This is an optimization exercise on Yosys and OpenROAD, whose aim is small area, a short achievable clock period and few clock cycles per item, not a production implementation. Where RTL was checked, it was by simulation tests only, not by an equivalence proof against the original. No activity file was given, so power comes from the tool's default toggle rates.

==> job 9982: inputs <==
// pattern_date_time_parser_top
module pattern_date_time_parser_top (
    input  logic                i_clk,
    input  logic                i_rst_n,
    input  logic                i_in_valid,
    output logic                o_in_stall,
    input  logic [8:0]          i_in_data,
    output logic                o_out_valid,
    input  logic                i_out_stall,
    output logic [50:0]         o_out_data,
    input  logic                i_cfg_wr_en,
    input  logic [0:0]          i_cfg_index,
    input  logic [63:0]         i_cfg_wdata
);
Settings: LEC_CHECK=0, ABC_AREA=1, CAP_MARGIN=20, CORE_MARGIN=2, CORE_UTILIZATION=40, CTS_BUF_LIST=sky130_fd_sc_hd__clkbuf_8, CTS_CLUSTER_SIZE=30, SLEW_MARGIN=20, TNS_END_PERCENT=20; clock period 10.5 ns.
standard.sh (not shown) runs the stock make flow with config.mk's settings and CLKGATE_MAP_FILE= SYNTH_SCRIPT=/design/flow/synth_recipe.tcl, a recipe that flattens the netlist after the stock synthesis.
==> flow/flow/run.sh <==
#!/bin/bash
# Own layout flow: the standard ORFS flow (standard.sh), unchanged except
#  - port buffers use a small fast buffer cell (every port still gets one);
set -euo pipefail
export BUFFER_PORTS_ARGS="-buffer_cell sky130_fd_sc_hd__buf_1"
export SETUP_SLACK_MARGIN=7.3
bash standard.sh > standard.log 2>&1
==> inputs of job 6812, as changes to job 9982 <==
- CTS_BUF_LIST: sky130_fd_sc_hd__clkbuf_8 -> default
- CTS_CLUSTER_SIZE: 30 -> default
- TNS_END_PERCENT: 20 -> default
==> inputs of job 3095, as changes to job 9982 <==
- ABC_AREA: 1 -> default
- TNS_END_PERCENT: 20 -> default
==> inputs of job 3681, as changes to job 9982 <==
--- a/flow/flow/run.sh
+++ b/flow/flow/run.sh
@@ -5,3 +5,3 @@
 export BUFFER_PORTS_ARGS="-buffer_cell sky130_fd_sc_hd__buf_1"
-export SETUP_SLACK_MARGIN=7.3
+export SETUP_SLACK_MARGIN=7.5
 bash standard.sh > standard.log 2>&1
- TNS_END_PERCENT: 20 -> default
==> flow_summary_export.csv <==
group,metric,value,unit
synth,synth_compound_area_frac,0.1712,
power_and_ir_drop,power.share.switching,0.2943,
status,status,"finished clean",
routing,routed_wl,23.85,mm
timing,rsz0062_at_grt,"false",
cells_and_area,seq_area_frac,0.3918,
power_and_ir_drop,clock_power,628,uW
Source of the figures above: job 6812

==> flow_summary_export.csv <==
group,metric,value,unit
timing,rsz0062_at_grt,"true",
power_and_ir_drop,clock_power,477,uW
status,status,"finished clean",
cells_and_area,seq_area_frac,0.3989,
power_and_ir_drop,power.share.switching,0.2949,
Source of the figures above: job 9982

==> flow_summary_export.csv <==
group,metric,value,unit
status,status,"finished clean",
routing,routed_wl,24.68,mm
timing,rsz0062_at_grt,"true",
synth,synth_compound_area_frac,0.1712,
critical_path,endpoint,"o_out_data[0]",
power_and_ir_drop,power.share.switching,0.3140,
cells_and_area,seq_area_frac,0.3784,
Source of the figures above: job 3681

==> flow_summary_export.csv <==
group,metric,value,unit
power_and_ir_drop,clock_power,495,uW
routing,routed_wl,24.96,mm
timing,rsz0062_at_grt,"true",
status,status,"finished clean",
Source of the figures above: job 3095

Testbench counts of job 9982, summed over its fixed seeds: cycles 233,181, chars 233,009.
Testbench counts of job 6812, summed over its fixed seeds: cycles 233,181, chars 233,009.
Testbench counts of job 3095, summed over its fixed seeds: cycles 233,181, chars 233,009.
Testbench counts of job 3681, summed over its fixed seeds: cycles 233,181, chars 233,009.

---

==> job 9156: inputs <==
==> flow/design.v <==
package pdtp_pkg;
    localparam int          C_MAX_CODES = 16;
    localparam logic [3:0] C_CODE_SKIP       = 4'd0;
    localparam logic [3:0] C_CODE_YY         = 4'd1;
    localparam logic [3:0] C_CODE_YYYY       = 4'd2;
    localparam logic [3:0] C_CODE_MONTH_FLEX = 4'd3;
    localparam logic [3:0] C_CODE_MONTH      = 4'd4;
    localparam logic [3:0] C_CODE_DAY_FLEX   = 4'd5;
    localparam logic [3:0] C_CODE_DAY        = 4'd6;
    localparam logic [3:0] C_CODE_HOUR       = 4'd7;
    localparam logic [3:0] C_CODE_MINUTE     = 4'd8;
    localparam logic [3:0] C_CODE_SECOND     = 4'd9;
    localparam logic [0:0] C_REG_PATTERN_CODES  = 1'b0;
    localparam logic [0:0] C_REG_PATTERN_LENGTH = 1'b1;
    function automatic logic is_field(input logic [3:0] code);
        is_field = (code != 4'd0) && (code <= 4'd9);
    endfunction
    function automatic logic is_flex(input logic [3:0] code);
        is_flex = (code == C_CODE_MONTH_FLEX) || (code == C_CODE_DAY_FLEX);
    endfunction
endpackage
module pdtp_parse (
    input  logic        i_clk,
    input  logic        i_rst_n,
    input  logic        i_valid,
    input  logic        i_last,
    input  logic        i_dig,
    input  logic [3:0]  i_d,
    input  logic [63:0] i_codes,
    input  logic [4:0]  i_len,
    input  logic [4:0]  i_lf,
    input  logic        i_out_stall,
    output logic        o_step,
    output logic        o_valid,
    output logic [50:0] o_data
);
    localparam logic [1:0] C_M_BAD = 2'd0;
    localparam logic [1:0] C_M_FEB = 2'd1;
    localparam logic [1:0] C_M_30  = 2'd2;
    localparam logic [1:0] C_M_31  = 2'd3;
    localparam logic [2:0] C_D_BAD = 3'd0;
    localparam logic [2:0] C_D_28  = 3'd1;    
    localparam logic [2:0] C_D_29  = 3'd2;
    localparam logic [2:0] C_D_30  = 3'd3;
    localparam logic [2:0] C_D_31  = 3'd4;
    logic [4:0]  r_idx;
    logic        r_act;          
    logic [3:0]  r_c0;           
    logic [1:0]  r_n;
    logic        r_bad, r_failed;
    logic [3:0]  r_a;            
    logic        r_fresh;        
    logic        r_ov;           
    logic [13:0] r_year;
    logic        r_leap, r_ynz;
    logic [6:0]  r_month, r_day, r_hour, r_minute, r_second;
    logic [1:0]  r_mc;
    logic [2:0]  r_dc;
    logic        r_hok, r_mok, r_sok;
    logic        r_matched, r_valid;
    logic        step;
    logic [3:0]  c1, c2, cz;
    logic        act1, act2, actz;
    logic        run;
    logic        f0, flex0, y4, yy, isyear, f1, flex1;
    logic        badn, done_fx;
    logic [1:0]  inc;
    logic [1:0]  n_n;
    logic        bad_n, failed_n;
    logic        wr7, wry, wrleap;
    logic        we_mon, we_day, we_hour, we_min, we_sec;
    logic [3:0]  hi;
    logic [6:0]  v7;
    logic [13:0] vy;
    logic        vleap, vynz;
    logic [1:0]  vmc;
    logic [2:0]  vdc;
    logic        vtok_h, vtok_m;
    logic        lo_zero, lo_div4;
    logic        matched;
    logic        day_ok, valid;
    logic [13:0] n_year;
    logic        n_leap, n_ynz;
    logic [6:0]  n_month, n_day, n_hour, n_minute, n_second;
    logic [1:0]  n_mc;
    logic [2:0]  n_dc;
    logic        n_hok, n_mok, n_sok;
    logic [63:0] codes_sh1, codes_sh2;
    assign step = i_valid && (!r_ov || !i_out_stall);
    assign codes_sh1 = {4'd0, i_codes[63:4]};
    assign codes_sh2 = {8'd0, i_codes[63:8]};
    always_comb begin
        c1   = codes_sh1[{r_idx[3:0], 2'b00} +: 4];
        c2   = codes_sh2[{r_idx[3:0], 2'b00} +: 4];
        cz   = i_codes[3:0];
        act1 = (6'(r_idx) + 6'd1) < 6'(i_len);
        act2 = (6'(r_idx) + 6'd2) < 6'(i_len);
        actz = i_len != 5'd0;
        run    = !r_failed && r_act;
        f0     = pdtp_pkg::is_field(r_c0);
        flex0  = pdtp_pkg::is_flex(r_c0);
        y4     = (r_c0 == pdtp_pkg::C_CODE_YYYY);
        yy     = (r_c0 == pdtp_pkg::C_CODE_YY);
        isyear = yy || y4;
        f1     = pdtp_pkg::is_field(c1);
        flex1  = pdtp_pkg::is_flex(c1);
        badn   = r_bad || !i_dig;
        done_fx = y4 ? (r_n == 2'd3) : (r_n == 2'd1);
        inc      = 2'd0;
        n_n      = r_n;
        bad_n    = r_bad;
        failed_n = r_failed;
        wr7      = 1'b0;
        wry      = 1'b0;
        if (run) begin
            if (!f0) begin
                inc = 2'd1;
            end else if (flex0) begin
                if (r_n == 2'd0) begin
                    if (i_dig) begin
                        n_n = 2'd1;
                        wr7 = 1'b1;
                    end else begin
                        failed_n = 1'b1;
                    end
                end else begin
                    inc = 2'd1;
                    n_n = 2'd0;
                    if (i_dig) begin
                        wr7 = 1'b1;
                    end else if (act1) begin
                        if (!f1) begin
                            inc = 2'd2;
                        end else if (flex1) begin
                            failed_n = 1'b1;
                        end else begin
                            bad_n = 1'b1;
                            n_n   = 2'd1;
                        end
                    end
                end
            end else begin
                if (done_fx) begin
                    inc   = 2'd1;
                    n_n   = 2'd0;
                    bad_n = 1'b0;
                end else begin
                    n_n   = 2'(r_n + 2'd1);
                    bad_n = badn;
                end
                if (isyear)
                    wry = 1'b1;
                else if (done_fx)
                    wr7 = 1'b1;
            end
        end
        matched = !r_failed && (6'(r_idx) + 6'd1 >= 6'(i_lf)) &&
                  (!r_act || !f0 || (flex0 && (r_n[0] || i_dig)) || (!flex0 && done_fx));
        hi = (flex0 && r_n == 2'd0) ? 4'd0 : r_a;
        v7 = (badn && !(flex0 && r_n == 2'd0)) ? 7'd0 : 7'(7'(i_d) + 7'(hi) * 7'd10);
        if (badn)
            vy = yy ? 14'd1900 : 14'd0;
        else if (r_n == 2'd0)
            vy = yy ? 14'(8'd190 + 8'(i_d)) : 14'(i_d);
        else
            vy = 14'(r_year * 14'd10 + 14'(i_d));
        if (badn)
            vynz = yy;
        else if (r_n == 2'd0)
            vynz = yy || (i_d != 4'd0);
        else
            vynz = r_ynz || (i_d != 4'd0);
        lo_zero = (r_a == 4'd0) && (i_d == 4'd0);
        lo_div4 = !i_d[0] && (r_a[0] == i_d[1]);
        wrleap  = wry && ((y4 && r_n == 2'd1) || done_fx);
        vleap   = (y4 && r_n == 2'd1) ? lo_div4 :
                  (!badn && (lo_zero ? (y4 && r_leap) : lo_div4));
        vmc = C_M_BAD;
        vdc = C_D_BAD;
        if (!(badn && !(flex0 && r_n == 2'd0))) begin
            if (hi == 4'd0) begin
                case (i_d)
                    4'd1, 4'd3, 4'd5, 4'd7, 4'd8: vmc = C_M_31;
                    4'd2:                         vmc = C_M_FEB;
                    4'd4, 4'd6, 4'd9:             vmc = C_M_30;
                    default:                      vmc = C_M_BAD;
                endcase
                vdc = (i_d != 4'd0) ? C_D_28 : C_D_BAD;
            end else if (hi == 4'd1) begin
                vmc = (i_d == 4'd0 || i_d == 4'd2) ? C_M_31 :
                      (i_d == 4'd1) ? C_M_30 : C_M_BAD;
                vdc = C_D_28;
            end else if (hi == 4'd2) begin
                vdc = (i_d == 4'd9) ? C_D_29 : C_D_28;
            end else if (hi == 4'd3) begin
                vdc = (i_d == 4'd0) ? C_D_30 : (i_d == 4'd1) ? C_D_31 : C_D_BAD;
            end
        end
        vtok_h = badn || (hi < 4'd2) || (hi == 4'd2 && i_d < 4'd4);
        vtok_m = badn || (hi < 4'd6);
        we_mon  = wr7 && (r_c0 == pdtp_pkg::C_CODE_MONTH_FLEX || r_c0 == pdtp_pkg::C_CODE_MONTH);
        we_day  = wr7 && (r_c0 == pdtp_pkg::C_CODE_DAY_FLEX   || r_c0 == pdtp_pkg::C_CODE_DAY);
        we_hour = wr7 && (r_c0 == pdtp_pkg::C_CODE_HOUR);
        we_min  = wr7 && (r_c0 == pdtp_pkg::C_CODE_MINUTE);
        we_sec  = wr7 && (r_c0 == pdtp_pkg::C_CODE_SECOND);
        n_year   = wry     ? vy     : (r_fresh ? 14'd0 : r_year);
        n_ynz    = wry     ? vynz   : (!r_fresh && r_ynz);
        n_leap   = wrleap  ? vleap  : (!r_fresh && r_leap);
        n_month  = we_mon  ? v7     : (r_fresh ? 7'd0 : r_month);
        n_mc     = we_mon  ? vmc    : (r_fresh ? C_M_BAD : r_mc);
        n_day    = we_day  ? v7     : (r_fresh ? 7'd0 : r_day);
        n_dc     = we_day  ? vdc    : (r_fresh ? C_D_BAD : r_dc);
        n_hour   = we_hour ? v7     : (r_fresh ? 7'd0 : r_hour);
        n_hok    = we_hour ? vtok_h : (r_fresh || r_hok);
        n_minute = we_min  ? v7     : (r_fresh ? 7'd0 : r_minute);
        n_mok    = we_min  ? vtok_m : (r_fresh || r_mok);
        n_second = we_sec  ? v7     : (r_fresh ? 7'd0 : r_second);
        n_sok    = we_sec  ? vtok_m : (r_fresh || r_sok);
        day_ok = (n_dc == C_D_28) ||
                 (n_dc == C_D_29 && (n_mc != C_M_FEB || n_leap)) ||
                 (n_dc == C_D_30 && n_mc != C_M_FEB) ||
                 (n_dc == C_D_31 && n_mc == C_M_31);
        valid  = matched && n_ynz && (n_mc != C_M_BAD) && day_ok && n_hok && n_mok && n_sok;
        if (i_last && !matched) begin
            n_year   = 14'd0;
            n_month  = 7'd0;
            n_day    = 7'd0;
            n_hour   = 7'd0;
            n_minute = 7'd0;
            n_second = 7'd0;
        end
    end
    always_ff @(posedge i_clk) begin
        if (!i_rst_n) begin
            r_idx    <= '0;
            r_n      <= '0;
            r_bad    <= 1'b0;
            r_failed <= 1'b0;
            r_fresh  <= 1'b1;
            r_ov     <= 1'b0;
        end else begin
            if (step) begin
                r_idx    <= i_last ? 5'd0 : 5'(r_idx + 5'(inc));
                r_n      <= i_last ? 2'd0 : n_n;
                r_bad    <= i_last ? 1'b0 : bad_n;
                r_failed <= i_last ? 1'b0 : failed_n;
                r_fresh  <= i_last;
            end
            r_ov <= (step && i_last) || (r_ov && i_out_stall);
        end
    end
    always_ff @(posedge i_clk) begin
        if (step) begin
            if (i_last) begin
                r_c0  <= cz;
                r_act <= actz;
            end else if (inc == 2'd1) begin
                r_c0  <= c1;
                r_act <= act1;
            end else if (inc == 2'd2) begin
                r_c0  <= c2;
                r_act <= act2;
            end
        end else if (r_idx == 5'd0) begin
            r_c0  <= cz;
            r_act <= actz;
        end
    end
    always_ff @(posedge i_clk) begin
        if (step) begin
            r_a      <= i_d;
            r_year   <= n_year;
            r_ynz    <= n_ynz;
            r_leap   <= n_leap;
            r_month  <= n_month;
            r_mc     <= n_mc;
            r_day    <= n_day;
            r_dc     <= n_dc;
            r_hour   <= n_hour;
            r_hok    <= n_hok;
            r_minute <= n_minute;
            r_mok    <= n_mok;
            r_second <= n_second;
            r_sok    <= n_sok;
        end
        if (step && i_last) begin
            r_matched <= matched;
            r_valid   <= valid;
        end
    end
    assign o_step  = step;
    assign o_valid = r_ov;
    assign o_data  = {r_year, r_month, r_day, r_hour, r_minute, r_second, r_matched, r_valid};
endmodule
module pattern_date_time_parser_top (
    input  logic                i_clk,
    input  logic                i_rst_n,
    input  logic                i_in_valid,
    output logic                o_in_stall,
    input  logic [8:0]          i_in_data,
    output logic                o_out_valid,
    input  logic                i_out_stall,
    output logic [50:0]         o_out_data,
    input  logic                i_cfg_wr_en,
    input  logic [0:0]          i_cfg_index,
    input  logic [63:0]         i_cfg_wdata
);
    logic [63:0] r_codes;
    logic [4:0]  r_len;          
    logic [4:0]  r_lf;           
    logic        r_hv, r_sv;     
    logic [5:0]  r_head, r_skid;
    logic [5:0]  in_item;
    logic        in_dig;
    logic        step;
    logic        head_load;
    logic [4:0]  lf;
    always_ff @(posedge i_clk) begin
        if (!i_rst_n) begin
            r_codes <= '0;
            r_len   <= '0;
        end else if (i_cfg_wr_en) begin
            if (i_cfg_index == pdtp_pkg::C_REG_PATTERN_CODES)
                r_codes <= i_cfg_wdata;
            else
                r_len <= i_cfg_wdata[4] ? 5'd16 : {1'b0, i_cfg_wdata[3:0]};
        end
    end
    always_comb begin
        lf = 5'd0;
        for (int i = 0; i < pdtp_pkg::C_MAX_CODES; i++) begin
            if (5'(i) < r_len && pdtp_pkg::is_field(r_codes[4*i +: 4]))
                lf = 5'(i + 1);
        end
    end
    always_ff @(posedge i_clk) begin
        r_lf <= lf;
    end
    assign in_dig  = (i_in_data[8:5] == 4'd3) && (i_in_data[4:1] <= 4'd9);
    assign in_item = {i_in_data[0], in_dig, i_in_data[4:1]};
    assign head_load  = !r_hv || step;
    assign o_in_stall = r_sv;
    always_ff @(posedge i_clk) begin
        if (!i_rst_n) begin
            r_hv <= 1'b0;
            r_sv <= 1'b0;
        end else begin
            if (head_load)
                r_hv <= r_sv || i_in_valid;
            if (r_sv)
                r_sv <= !head_load;
            else
                r_sv <= !head_load && i_in_valid;
        end
    end
    always_ff @(posedge i_clk) begin
        if (head_load)
            r_head <= r_sv ? r_skid : in_item;
        if (!r_sv)
            r_skid <= in_item;
    end
    pdtp_parse u_parse (
        .i_clk       (i_clk),
        .i_rst_n     (i_rst_n),
        .i_valid     (r_hv),
        .i_last      (r_head[5]),
        .i_dig       (r_head[4]),
        .i_d         (r_head[3:0]),
        .i_codes     (r_codes),
        .i_len       (r_len),
        .i_lf        (r_lf),
        .i_out_stall (i_out_stall),
        .o_step      (step),
        .o_valid     (o_out_valid),
        .o_data      (o_out_data)
    );
endmodule
==> flow/flow/run.sh <==
#!/bin/bash
# Own layout flow: the standard ORFS flow (standard.sh), unchanged except
#  - port buffers use a small fast buffer cell (every port still gets one);
set -euo pipefail
export BUFFER_PORTS_ARGS="-buffer_cell sky130_fd_sc_hd__buf_2"
export SETUP_SLACK_MARGIN=7.0
bash standard.sh > standard.log 2>&1
==> flow/standard.sh <==
#!/bin/bash
# synth_recipe.tcl (not shown) runs the flow's synth.tcl, then flattens the netlist and writes it again
# the make line also repeats each setting of config.mk as NAME=value (left out here)
make -C /OpenROAD-flow-scripts/flow DESIGN_CONFIG=/design/flow/config.mk WORK_HOME=/design/flow/orfs CLKGATE_MAP_FILE= SYNTH_SCRIPT=/design/flow/synth_recipe.tcl "${@:-finish}"
==> flow/config.mk <==
export PLATFORM = sky130hd
export DESIGN_NAME = pattern_date_time_parser_top
export DESIGN_NICKNAME = pattern_date_time_parser_top
export VERILOG_FILES = /design/flow/design.v
export SDC_FILE = /design/flow/constraint.sdc
export NUM_CORES = 4
export LEC_CHECK = 0
export CAP_MARGIN = 20
export CORE_MARGIN = 2
export CORE_UTILIZATION = 40
export SLEW_MARGIN = 20
==> flow/constraint.sdc <==
create_clock -name core_clock -period 10.5 [get_ports {i_clk}]
set_input_delay 2.1000 -clock core_clock [delete_from_list [all_inputs] [get_ports {i_clk}]]
set_output_delay 2.1000 -clock core_clock [all_outputs]
set_load 0.01 [all_outputs]
==> job 482 (differences from job 9156) <==
--- a/flow/design.v
+++ b/flow/design.v
@@ -31,2 +31,3 @@
     input  logic [4:0]  i_lf,
+    input  logic        i_lf_le1,
     input  logic        i_out_stall,
@@ -47,2 +48,3 @@
     logic        r_act;          
+    logic        r_ge1;          
     logic [3:0]  r_c0;           
@@ -88,2 +90,5 @@
     logic [63:0] codes_sh1, codes_sh2;
+    logic [4:0]  idx_p1, idx_p2, idx_n;
+    logic        ge_p2, ge_p3;
+    logic        e_l1, e_l2, e_g2, e_g3;
     assign step = i_valid && (!r_ov || !i_out_stall);
@@ -95,5 +100,13 @@
         cz   = i_codes[3:0];
-        act1 = (6'(r_idx) + 6'd1) < 6'(i_len);
-        act2 = (6'(r_idx) + 6'd2) < 6'(i_len);
-        actz = i_len != 5'd0;
+        e_l1   = r_idx == 5'(i_len - 5'd1);
+        e_l2   = r_idx == 5'(i_len - 5'd2);
+        e_g2   = r_idx == 5'(i_lf - 5'd2);
+        e_g3   = r_idx == 5'(i_lf - 5'd3);
+        act1   = r_act && !e_l1;
+        act2   = r_act && !e_l1 && !e_l2;
+        actz   = i_len != 5'd0;
+        ge_p2  = r_ge1 || e_g2;
+        ge_p3  = r_ge1 || e_g2 || e_g3;
+        idx_p1 = 5'(r_idx + 5'd1);
+        idx_p2 = 5'(r_idx + 5'd2);
         run    = !r_failed && r_act;
@@ -130,4 +143,4 @@
                         wr7 = 1'b1;
-                    end else if (act1) begin
-                        if (!f1) begin
+                    end else begin
+                        if (!act1 || !f1) begin
                             inc = 2'd2;
@@ -156,3 +169,5 @@
         end
-        matched = !r_failed && (6'(r_idx) + 6'd1 >= 6'(i_lf)) &&
+        idx_n = ({5{inc == 2'd2}} & idx_p2) | ({5{inc == 2'd1}} & idx_p1) |
+                ({5{inc == 2'd0}} & r_idx);
+        matched = !r_failed && r_ge1 &&
                   (!r_act || !f0 || (flex0 && (r_n[0] || i_dig)) || (!flex0 && done_fx));
@@ -242,3 +257,3 @@
             if (step) begin
-                r_idx    <= i_last ? 5'd0 : 5'(r_idx + 5'(inc));
+                r_idx    <= i_last ? 5'd0 : idx_n;
                 r_n      <= i_last ? 2'd0 : n_n;
@@ -256,2 +271,3 @@
                 r_act <= actz;
+                r_ge1 <= i_lf_le1;
             end else if (inc == 2'd1) begin
@@ -259,2 +275,3 @@
                 r_act <= act1;
+                r_ge1 <= ge_p2;
             end else if (inc == 2'd2) begin
@@ -262,2 +279,3 @@
                 r_act <= act2;
+                r_ge1 <= ge_p3;
             end
@@ -266,2 +284,3 @@
             r_act <= actz;
+            r_ge1 <= i_lf_le1;
         end
@@ -371,2 +390,3 @@
         .i_lf        (r_lf),
+        .i_lf_le1    (lf <= 5'd1),
         .i_out_stall (i_out_stall),
--- a/flow/flow/run.sh
+++ b/flow/flow/run.sh
@@ -5,3 +5,3 @@
 export BUFFER_PORTS_ARGS="-buffer_cell sky130_fd_sc_hd__buf_2"
-export SETUP_SLACK_MARGIN=7.0
+export SETUP_SLACK_MARGIN=7.5
 bash standard.sh > standard.log 2>&1
==> run summary <==
wire per inst = 16.7 um
overall power = 1670 uW
die width = 167 um
die height = 167 um
GRT Util Overall = 0.192
#FFs+latches synth = 171
status = timing/DRC/antenna clean
Source of the figures above: job 9156

==> run summary <==
die width = 167 um
Synth area leader = edfxtp_1
status = timing/DRC/antenna clean
GRT Util Overall = 0.205
wire per inst = 17.1 um
overall power = 1800 uW
# fillers = 2476
Clock power frac = 0.362
die height = 167 um
Max Cap Violations = 0
Source of the figures above: job 482

Testbench counts of job 9156, summed over its fixed seeds: cycles 233,137, chars 233,009.
No functional check of the RTL was part of job 482.

## static timing again, ports no longer ideal
The results above use ideal ports. As a check the final layouts listed here were re-extracted and re-timed, cells and wires unchanged. Step 1: set_driving_cell puts a clkbuf_16 on i_clk and a buf_2 on each other input, an assumption about the parent block. Step 2 also shifts input and output timing later by t, the mid clock arrival at the registers, as if the neighbouring blocks saw the same clock. Three values: no drivers, after step 1, after step 2; two values: the first two.
run | t, ns | slack for setup (ns) | pins driven straight from the clock port
job 9982 | 0.510 | 7.309 / 7.269 / 6.967 | 1
job 6812 | 0.481 | 7.366 / 7.323 / 7.114 | 1
job 3095 | 0.495 | 7.357 / 7.321 / 7.093 | 1
job 3681 | 0.504 | 7.404 / 7.366 / 7.108 | 1
job 9156 | 0.476 | 6.860 / 6.860 / 6.797 | 1
job 482 | 0.482 | 7.300 / 7.300 / 7.038 | 1
After both steps setup and hold are still met in every run listed. For job 9982, which loses most, drivers alone change the setup slack by -0.040 ns; drivers and shift together by -0.342 ns.
